From an optimization exercise on the open Yosys and OpenROAD flow, aimed at small area; shortcuts taken in it are not production practice.
Function was checked by simulation only, so behaviour that the tests miss may differ from the original.
Power figures rest on the tool's default switching activity, not on a simulated workload.

--- flow/config.mk ---
export PLATFORM = sky130hd
export DESIGN_NAME = regfile_scoreboard
export DESIGN_NICKNAME = regfile_scoreboard
export VERILOG_FILES = /design/flow/design.v
export SDC_FILE = /design/flow/constraint.sdc
export NUM_CORES = 8
export LEC_CHECK = 0
export CAP_MARGIN = 20
export CORE_MARGIN = 2
export CORE_UTILIZATION = 40
export SLEW_MARGIN = 20
--- flow/constraint.sdc ---
create_clock -name core_clock -period 8.0 [get_ports {clk}]
set_input_delay 1.6000 -clock core_clock [delete_from_list [all_inputs] [get_ports {clk}]]
set_output_delay 1.6000 -clock core_clock [all_outputs]
set_load 0.01 [all_outputs]
--- flow/design.v ---
module regfile_scoreboard #(
    parameter int XLEN   = 32,
    parameter int AW     = 5,
    parameter int NUM_RD = 2,
    parameter int BYPASS = 1
) (
    input  logic                   clk,
    input  logic                   rst,
    input  logic                   wr_en,
    input  logic [AW-1:0]          wr_addr,
    input  logic [XLEN-1:0]        wr_data,
    input  logic [NUM_RD*AW-1:0]   rd_addr,
    output logic [NUM_RD*XLEN-1:0] rd_data,
    output logic [NUM_RD-1:0]      rd_busy,
    input  logic                   iss_en,
    input  logic [AW-1:0]          iss_addr,
    output logic                   iss_ready,
    input  logic                   flush,
    output logic [(1<<AW)-1:0]     busy_vec,
    output logic [AW:0]            pend_cnt
);
    localparam int NREGS = 1 << AW;
    logic [XLEN-1:0]  r_regs [NREGS];
    logic [NREGS-1:0] r_busy;
    logic [AW:0]      r_pendCnt;
    logic [NREGS-1:0] w_busyNext;
    logic [AW:0]      w_popCount;
    logic             w_wrLive;
    logic             w_issHitWr;
    logic             w_issFire;
    assign w_wrLive   = wr_en && (wr_addr != '0);
    assign w_issHitWr = (BYPASS != 0) && w_wrLive && (wr_addr == iss_addr);
    assign iss_ready  = (iss_addr == '0) || !r_busy[iss_addr] || w_issHitWr;
    assign w_issFire  = iss_en && iss_ready && (iss_addr != '0) && !flush;
    always_comb begin
        w_busyNext = r_busy;
        if (w_wrLive) begin
            w_busyNext[wr_addr] = 1'b0;
        end
        if (flush) begin
            w_busyNext = '0;
        end else if (w_issFire) begin
            w_busyNext[iss_addr] = 1'b1;
        end
        w_busyNext[0] = 1'b0;
    end
    always_comb begin
        w_popCount = '0;
        for (int k = 0; k < NREGS; k++) begin
            w_popCount = w_popCount + {{AW{1'b0}}, w_busyNext[k]};
        end
    end
    always_ff @(posedge clk) begin
        if (rst) begin
            r_busy    <= '0;
            r_pendCnt <= '0;
            for (int k = 0; k < NREGS; k++) begin
                r_regs[k] <= '0;
            end
        end else begin
            r_busy    <= w_busyNext;
            r_pendCnt <= w_popCount;
            if (w_wrLive) begin
                r_regs[wr_addr] <= wr_data;
            end
        end
    end
    for (genvar g = 0; g < NUM_RD; g++) begin : g_rd
        logic [AW-1:0] w_addr;
        logic          w_fwd;
        assign w_addr = rd_addr[g*AW +: AW];
        assign w_fwd  = (BYPASS != 0) && w_wrLive && (wr_addr == w_addr);
        assign rd_data[g*XLEN +: XLEN] = (w_addr == '0) ? '0 :
                                         w_fwd ? wr_data : r_regs[w_addr];
        assign rd_busy[g] = r_busy[w_addr] && !w_fwd;
    end
    assign busy_vec = r_busy;
    assign pend_cnt = r_pendCnt;
endmodule
--- flow/run.sh ---
#!/bin/bash
# synth_recipe.tcl (not shown) runs the flow's synth.tcl, then flattens the netlist and writes it again
# the make line also repeats each setting of config.mk as NAME=value (left out here)
make -C /OpenROAD-flow-scripts/flow DESIGN_CONFIG=/design/flow/config.mk WORK_HOME=/design/flow/orfs CLKGATE_MAP_FILE= SYNTH_SCRIPT=/design/flow/synth_recipe.tcl finish
==> results.toml <==
[clock_network]
h-tree-depth = 3
cts_setup_buffers = 0
numCtsBuffers = 118
clock_sinks = 1061
cts_tree = "built"
cts_root_buffer = "clkbuf_16"
clock_latency_ps = 720
clk_pin_slew_ps = 60
cts_buffer_depth = 3

[logic_synthesis]
synthAdderAreaFrac_pct = 1.15
synth_cell_types = 55
synth_compound_area_share_pct = 3.50
async_flop_share_pct = 0
synth-main-ff-cell = "edfxtp_1"
muxShareOfSynthArea_pct = 25.0
syn_area_um2 = 58800
synth_edf_count = 1024
synth_top_family_by_area = "multiplexers"
avgSynthCellArea_um2 = 15.5
ys_ff_latch = 1061
synth.most_common_cell = "and2_1"
synth_cells = 3803
synthXorXnorAreaFrac_pct = 0.313
synth_common_cells = "and2_1, edfxtp_1, mux4_2"
synth.yosys.seq_area_share_pct = 53.6
synth_top_area_share_pct = 52.3
syn_nets = 3900
synth_area_leaders = "edfxtp_1, mux4_2, and2_1"
yosys.area_share.simple_pct = 13.1
synth_top_area_cell = "edfxtp_1"
yosysWarnings = 1

[pwr]
p_leak_nw = 22.7
power.share.switching_pct = 25.8
p_seq_share_pct = 47.4
p_sw_mw = 3.54
ir_drop_uv = 190
intPower_mw = 10.2
p_per_area_nw_per_um2 = 205
p_comb_share_pct = 13.8
clkPwrFrac_pct = 38.8

[routing]
dr_wl_met2_mm = 98.2
wire_per_inst_um = 36.0
drt_iter0_markers = 5685
vias_per_cell = 6.38
route.detailed.drc = 0
detail-route-antenna-nets = 0
drt-total-wl_mm = 214
top_layer = "met5"
vias = 37900
dr_wl_met3_mm = 25.8
drtPass1Iterations = 6
drt-met1-wl_mm = 80.6

[sta]
max_slew_margin_pct = 23.8
finalClockSkew_ps = 6.73
setup_viol = 0
worst_pin_slew_ps = 1140
drv_slew = 0
setup_tns_ps = 0
hold_viol = 0
final.min_clock_period_ps = 7670
rsz0062_at_grt = "false"
max_clock_freq_ghz = 0.130
setup_ws_ps = 328
period_share_pct = 95.9

[global_route]
antenna_found_initial = 30
grt_overflow = 0
grt_pass1_wl_mm = 298
grt_start_max_net_pins = 124
grt_pass1_vias = 37500
track_usage_pct = 28.4

[placement]
placement.io_buffers = 160
dp_slack_ps = -482
gp_congestion = 0.907
dp_hpwl_mm = 124

[critical_path]
cp_top_family = "adder cells"
slowest_delay_ps = 530
crit_type = "in -> reg"
cp.required_ps = 8590
cpMostUsedCell = "fa_1"
critPathMaxFanout = 7
critPathBufInv = 7
crit_slowest_cell = "fa_1"
cp.arrival_ps = 8260
startpoint_type = "input pin"
worstSetupEndpointType = "flip-flop"

[finish]
final_core_util_pct = 46.0
final_nets = 4013
area_growth_pct = 14.1
drive_gt1_share_pct = 28.4

[floorplanning]
ios = 162
fp.dieH_um = 387
core_um2 = 146000
dieArea_um2 = 150000
start_util_pct = 40.3
rows = 140
die_w_um = 387

[min_path]
hold_class = "reg -> reg"

[status]
outcome = "complete, no violations"

[job]
drv_cap = 0
-- registers in the layout (all words and copies together) (netlist names) --
register,flops
r_pendCnt,6
r_regs,1024
r_busy,31
-- worst register-to-register path, cell delays in order, from the launching register on --
cell      delay [ps]
dfxtp_1          440
mux4_1           540
mux2i_1          190
a221oi_1         120
and4_4           280
o32a_1           400
fa_1             530
fa_1             530
inv_1             50
fa_1             480
inv_1             50
fa_1             470
fa_1             490
inv_1             50
fa_1             450
fa_2             370
fa_1             440
a21o_1           200
a21oi_2          140
xor2_1           140
nor2_1            50
-- power by group through the flow --
stage,clock (mW),sequential (mW),combinational (mW)
after detailed placement,0,6.63,1.88
final,5.33,6.52,1.90
after global placement,0,6.61,1.88
after floorplan,0,6.57,1.11
after CTS,5.35,6.51,1.89
after global routing,5.57,6.55,1.96
-- area by class of cell --
class	instances	area, µm²
fillers	12600	78700
repair buffers	403	3670
clock buffers	147	3170
flip-flops and latches	1061	31500
diodes	9	22.5
clock inverters	67	533
inverters	37	139
well taps	1917	2400
multi-input cells	2295	25700
-- per-layer routing --
layer | global-route usage [%] | vias up
met5 | 0 | -
met4 | 10.5 | 14
met3 | 7.26 | 496
met2 | 44.2 | 2638
met1 | 38.6 | 19700
li1 | - | 15000
-- worst paths after layout --
kind                    start      endpoint  slack (ps)  depth (start not counted)
setup / recovery  iss_addr[0]  r_pendCnt[4]         330                         25
hold / removal     r_busy[29]    r_busy[29]         670                          3
setup reg to reg   r_busy[18]  r_pendCnt[4]        1450                         20
hold reg to reg    r_busy[29]    r_busy[29]         670                          3
-- metrics by stage --
stage	hold slack (ps)	cells	power (mW)	area [µm²]
3_5_place_dp	655	5713	8.51	63400
2_1_floorplan	550	3803	7.68	58800
3_3_place_gp	654	5713	8.49	63400
4_1_cts	666	5927	13.8	67100
6_report	666	5936	13.7	67100
5_1_grt	693	5928	14.1	67100
-- cells by family after synthesis --
kind of cell | Yosys count
AO/OA/AOI/OAI | 276
XOR/XNOR | 21
adder cells (fa/ha/maj) | 40
buffers and inverters | 447
flip-flops | 1061
multiplexers | 672
other | 1
AND/OR/NAND/NOR | 1285
-- cell usage in the layout (no fill, tap or decap), types with 15 or more instances in the layout --
cell type,n
a211o_1,23
a211oi_1,47
a22oi_1,18
and2_1,1025
and3_1,16
buf_12,21
buf_4,221
clkbuf_1,23
clkbuf_16,122
clkdlybuf4s50_1,143
clkinv_1,31
clkinv_2,17
dfxtp_1,37
edfxtp_1,1024
fa_1,22
ha_1,17
inv_1,36
mux2i_1,34
mux4_2,635
nand2_1,50
nand3_1,15
nor2_1,35
nor2_4,33
nor2b_1,52
o21ai_0,49
o2bb2ai_1,18
o32a_1,17
o32ai_1,36
or2_2,31
-- what timing repair did --
| action | in CTS | in global routing |
|---|---|---|
| hold buffers | 0 | 0 |
| resized for setup | 0 | 5 |
| endpoints found under the hold margin | 0 | 0 |
| setup endpoints to repair | 0 | 1 |

[afterwards: timing with drivers on the ports]
In the flow no input, the clock included, has a driving cell. The finished layout below was timed again as built, in two steps. Step 1: set_driving_cell puts a clkbuf_16 on clk and a buf_2 on each other input, an assumption about the parent block. Step 2 also shifts input and output timing later by t, the mid clock arrival at the registers, as if the neighbouring blocks saw the same clock. Three values: no drivers, after step 1, after step 2; two values: the first two.
shift t [ns]: 0.807
setup slack, ns: 0.328 / 0.362 / -0.445
worst slew at a driven data input, ns: 0.19
With both steps, setup timing fails in this run, where it was met with ideal ports. For this run, drivers alone change the setup slack by +0.034 ns; drivers and shift together by -0.773 ns.
